This is an optimization exercise on Yosys and OpenROAD, whose aim is small area, a short achievable clock period and few clock cycles per item, not a production implementation. Only simulation tests tie the RTL to the original design; equivalence was not proved. Power is estimated from default activity; no workload was simulated.

Design dcache_ctrl_wb, start of the top module:
module dcache_ctrl_wb #(
  parameter  int ADDR_W  = 13,
  parameter  int DATA_W  = 16,
  parameter  int OFFS_W  = 2,
  parameter  int INDEX_W = 6,
  localparam int TAG_W   = ADDR_W - INDEX_W - OFFS_W,
  localparam int LINE_W  = DATA_W << OFFS_W,
  localparam int LINES   = 1 << INDEX_W,
  localparam int WORDS   = 1 << OFFS_W
) (
  input  logic                       i_clk,
  input  logic                       i_rst,
  input  logic [ADDR_W-1:0]          i_addr,
  input  logic [DATA_W-1:0]          i_wr_data,
  input  logic                       i_we,
  input  logic                       i_re,
  output logic [DATA_W-1:0]          o_rd_data,
  output logic                       o_hit,
  output logic                       o_stall,
  output logic [ADDR_W-OFFS_W-1:0]   o_mem_addr,
  output logic [LINE_W-1:0]          o_mem_wr_data,
  output logic                       o_mem_we,
  output logic                       o_mem_re,
  input  logic [LINE_W-1:0]          i_mem_rd_data,
  input  logic                       i_mem_rdy,
  input  logic [ADDR_W-1:0]          i_snoop_addr,
  input  logic                       i_snoop_req,
  input  logic                       i_snoop_inv,
  output logic                       o_snoop_found,
  output logic                       o_snoop_dirty,
  output logic [TAG_W-1:0]           o_tag_out
);
  logic [LINES-1:0]              r_valid;
  logic [LINES-1:0]              r_dirty;
  logic [LINES-1:0][TAG_W-1:0]   r_tag;
  logic [LINES-1:0][LINE_W-1:0]  r_data;
  logic [TAG_W-1:0]    w_tag;
  logic [INDEX_W-1:0]  w_idx;
  logic [OFFS_W-1:0]   w_off;
  logic [TAG_W-1:0]    w_stag;
  logic [INDEX_W-1:0]  w_sidx;
  logic [LINES-1:0]    w_sel;
  logic [LINES-1:0]    w_ssel;
  logic [LINES-1:0]    w_lmatch;
  logic [LINES-1:0]    w_vd;
  logic [LINE_W-1:0]   w_line;
  logic [TAG_W-1:0]    w_ctag;
  logic [TAG_W-1:0]    w_sctag;
  logic                w_svalid;
  logic                w_svd;
  logic                w_req;
  logic                w_match;
  logic                w_victim;
  logic                w_wb_done;
  logic                w_fill_done;
  logic                w_store_hit;
  logic                w_snoop_kill;
  logic                w_stag_eq;
  logic [LINE_W-1:0]   w_wline;
  logic [WORDS-1:0]    w_wen;
  logic [LINES*WORDS-1:0] w_den;
  logic [LINES*WORDS-1:0] w_dkeep;
  logic [LINES-1:0]    w_ten;
  ...
make LEC_CHECK=0 CAP_MARGIN=20 CORE_MARGIN=2 CORE_UTILIZATION=35 CTS_BUF_LIST=sky130_fd_sc_hd__clkbuf_8 CTS_CLUSTER_DIAMETER=50 CTS_CLUSTER_SIZE=16 PLACE_DENSITY=0.45 SETUP_SLACK_MARGIN=3 SLEW_MARGIN=20 SYNTH_HIERARCHICAL=1 finish   # period 10.0 ns
run.sh (not shown) runs the stock make flow with config.mk's settings and CLKGATE_MAP_FILE= SYNTH_SCRIPT=/design/flow/synth_recipe.tcl, a recipe that flattens the netlist after the stock synthesis.
The baseline completed without violations.
Testbench counts at the start, summed over its fixed seeds: cycles 38,899, items 24,000.
==> next run, changes <==
CTS_BUF_LIST = sky130_fd_sc_hd__clkbuf_4 sky130_fd_sc_hd__clkbuf_8   (was sky130_fd_sc_hd__clkbuf_8)
CTS_CLUSTER_DIAMETER = unset   (was 50)
CTS_CLUSTER_SIZE = unset   (was 16)
After rerunning:
- The changed run ran to the end with no violations
- sequential cell count is unchanged
- worst setup slack stays flat
- sequential share of layout area goes down by 0.93 points
- cell area goes up by a few percent
- global-route usage goes up by 0.19 points
- cell count goes up slightly
- via count goes up slightly
- wire length goes up slightly
- die area is unchanged
- combinational power hardly moves

---

03-03:
The RTL this note starts from:
==> flow/design.v <==
module dcache_ctrl_wb #(
  parameter  int ADDR_W  = 13,
  parameter  int DATA_W  = 16,
  parameter  int OFFS_W  = 2,
  parameter  int INDEX_W = 6,
  localparam int TAG_W   = ADDR_W - INDEX_W - OFFS_W,
  localparam int LINE_W  = DATA_W << OFFS_W,
  localparam int LINES   = 1 << INDEX_W,
  localparam int WORDS   = 1 << OFFS_W
) (
  input  logic                       i_clk,
  input  logic                       i_rst,
  input  logic [ADDR_W-1:0]          i_addr,
  input  logic [DATA_W-1:0]          i_wr_data,
  input  logic                       i_we,
  input  logic                       i_re,
  output logic [DATA_W-1:0]          o_rd_data,
  output logic                       o_hit,
  output logic                       o_stall,
  output logic [ADDR_W-OFFS_W-1:0]   o_mem_addr,
  output logic [LINE_W-1:0]          o_mem_wr_data,
  output logic                       o_mem_we,
  output logic                       o_mem_re,
  input  logic [LINE_W-1:0]          i_mem_rd_data,
  input  logic                       i_mem_rdy,
  input  logic [ADDR_W-1:0]          i_snoop_addr,
  input  logic                       i_snoop_req,
  input  logic                       i_snoop_inv,
  output logic                       o_snoop_found,
  output logic                       o_snoop_dirty,
  output logic [TAG_W-1:0]           o_tag_out
);
  logic [LINES-1:0]    r_valid;
  logic [LINES-1:0]    r_dirty;
  logic [TAG_W-1:0]    r_tag  [LINES];
  logic [LINE_W-1:0]   r_data [LINES];
  logic [TAG_W-1:0]    w_tag;
  logic [INDEX_W-1:0]  w_idx;
  logic [OFFS_W-1:0]   w_off;
  logic [TAG_W-1:0]    w_stag;
  logic [INDEX_W-1:0]  w_sidx;
  logic [LINE_W-1:0]   w_line;
  logic [TAG_W-1:0]    w_ctag;
  logic                w_req;
  logic                w_match;
  logic                w_victim;
  logic                w_wb_done;
  logic                w_fill_done;
  logic                w_store_hit;
  logic                w_snoop_kill;
  logic [LINE_W-1:0]   w_wline;
  logic [WORDS-1:0]    w_wen;
  logic                w_unused_soff;
  logic [LINES-1:0]    w_sel;
  logic [LINES-1:0]    w_ssel;
  logic                w_cvalid;
  logic                w_cdirty;
  logic                w_svalid;
  logic                w_sdirty;
  logic [TAG_W-1:0]    w_sctag;
  assign w_tag  = i_addr[ADDR_W-1 -: TAG_W];
  assign w_idx  = i_addr[OFFS_W +: INDEX_W];
  assign w_off  = i_addr[OFFS_W-1:0];
  assign w_stag = i_snoop_addr[ADDR_W-1 -: TAG_W];
  assign w_sidx = i_snoop_addr[OFFS_W +: INDEX_W];
  assign w_unused_soff = ^i_snoop_addr[OFFS_W-1:0];
  assign w_sel  = LINES'(1) << w_idx;
  assign w_ssel = LINES'(1) << w_sidx;
  always_comb begin
    w_line   = '0;
    w_ctag   = '0;
    w_cvalid = 1'b0;
    w_cdirty = 1'b0;
    w_sctag  = '0;
    w_svalid = 1'b0;
    w_sdirty = 1'b0;
    for (int l = 0; l < LINES; l++) begin
      w_line   |= {LINE_W{w_sel[l]}} & r_data[l];
      w_ctag   |= {TAG_W{w_sel[l]}} & r_tag[l];
      w_cvalid |= w_sel[l] & r_valid[l];
      w_cdirty |= w_sel[l] & r_dirty[l];
      w_sctag  |= {TAG_W{w_ssel[l]}} & r_tag[l];
      w_svalid |= w_ssel[l] & r_valid[l];
      w_sdirty |= w_ssel[l] & r_dirty[l];
    end
  end
  assign w_req    = i_we | i_re;
  assign w_match  = w_cvalid & (w_ctag == w_tag);
  assign w_victim = w_cvalid & w_cdirty;
  assign o_mem_we      = w_req & ~w_match & w_victim;
  assign o_mem_re      = w_req & ~w_match & ~w_victim;
  assign o_mem_addr    = {w_victim ? w_ctag : w_tag, w_idx};
  assign o_mem_wr_data = w_line;
  assign w_wb_done   = o_mem_we & i_mem_rdy;
  assign w_fill_done = o_mem_re & i_mem_rdy;
  assign o_hit       = w_req & (w_match | (~w_victim & i_mem_rdy));
  assign o_stall     = w_req & ~o_hit;
  assign w_store_hit = i_we & w_match;
  always_comb begin
    o_rd_data = w_match ? w_line[int'(w_off)*DATA_W +: DATA_W]
                        : i_mem_rd_data[int'(w_off)*DATA_W +: DATA_W];
  end
  assign o_snoop_found = w_svalid & (w_sctag == w_stag);
  assign o_snoop_dirty = o_snoop_found & w_sdirty;
  assign w_snoop_kill  = i_snoop_req & i_snoop_inv & o_snoop_found;
  assign o_tag_out     = w_ctag;
  always_comb begin
    for (int w = 0; w < WORDS; w++) begin
      if (i_we && w_off == OFFS_W'(w)) begin
        w_wline[w*DATA_W +: DATA_W] = i_wr_data;
        w_wen[w] = w_fill_done | w_store_hit;
      end else begin
        w_wline[w*DATA_W +: DATA_W] = i_mem_rd_data[w*DATA_W +: DATA_W];
        w_wen[w] = w_fill_done;
      end
    end
  end
  always_ff @(posedge i_clk) begin
    if (i_rst) begin
      r_valid <= '0;
    end else begin
      if (w_store_hit) r_dirty[w_idx] <= 1'b1;
      if (w_wb_done)   r_dirty[w_idx] <= 1'b0;
      if (w_snoop_kill) begin
        r_valid[w_sidx] <= 1'b0;
        r_dirty[w_sidx] <= 1'b0;
      end
      if (w_fill_done) begin
        r_valid[w_idx] <= 1'b1;
        r_dirty[w_idx] <= i_we;
      end
    end
  end
  always_ff @(posedge i_clk) begin
    if (!i_rst) begin
      for (int w = 0; w < WORDS; w++) begin
        if (w_wen[w]) r_data[w_idx][w*DATA_W +: DATA_W] <= w_wline[w*DATA_W +: DATA_W];
      end
      if (w_fill_done) r_tag[w_idx] <= w_tag;
    end
  end
endmodule
make LEC_CHECK=0 CAP_MARGIN=20 CORE_MARGIN=2 CORE_UTILIZATION=40 SETUP_SLACK_MARGIN=3 SLEW_MARGIN=20 finish   # period 10.0 ns
Testbench counts of 03-03, summed over its fixed seeds: cycles 38,899, items 24,000.
> inputs changed (03-03 -> 04-23)
- SETUP_SLACK_MARGIN no longer set, was 3
==> comparison <==
No crash in 04-23: every stage finished, but the layout fails its final checks due to setup timing.
Reported for 04-23 and 03-03, XOR/XNOR share of the synthesized area turned out identical to the last digit.
04-23 vs 03-03: count of cell instances traversed by the critical path up in 04-23
Switching share of power: 04-23 < 03-03
04-23 — met1 wire length 3.5% lower, 03-03 as reference
03-03 -> 04-23: total power of the final layout flat
From 03-03 to 04-23 the numbers moved as follows: final critical-path share of the clock period has increased; shortest period the worst path allows went up; final cell count without fillers now smaller; buffer depth of the longest clock path shows no meaningful change; antenna cell count lower.
Via count of the first global-routing pass went down slightly going from 03-03 to 04-23.

-- re-timing with driven ports --
Ports are ideal in the flow. The routed layouts listed here were re-timed in OpenROAD. Step 1 (the two cells are an assumption about what drives the block):
set clk [get_ports {i_clk}]
set_driving_cell -lib_cell sky130_fd_sc_hd__clkbuf_16 $clk
set_driving_cell -lib_cell sky130_fd_sc_hd__buf_2 [delete_from_list [all_inputs] $clk]
Step 2, shift: input delay + t, output delay - t, t = (earliest + latest rising clock arrival at the registers) / 2. This alone moves slack from input paths to output paths. a / b / c = ideal / step 1 / step 2; a / b = the first two.
run	t, ns	setup WS [ns]	latest minus earliest clock arrival (ns)	slew at the worst register clock pin (ns)	pins driven straight from the clock port
the first run of note 1	1.365	2.172 / 1.959 / 1.371	0.104 / 0.103	0.11 / 0.11	1
the second run of note 1	1.388	2.171 / 1.974 / 1.378	0.134 / 0.134	0.08 / 0.08	1
03-03	1.170	1.048 / 0.984 / 0.984	0.128 / 0.128	0.07 / 0.07	1
04-23	1.136	-0.061 / -0.088 / -0.088	0.120 / 0.119	0.07 / 0.07	1
For the first run of note 1, which loses most, drivers alone change the setup slack by -0.213 ns; drivers and shift together by -0.801 ns.
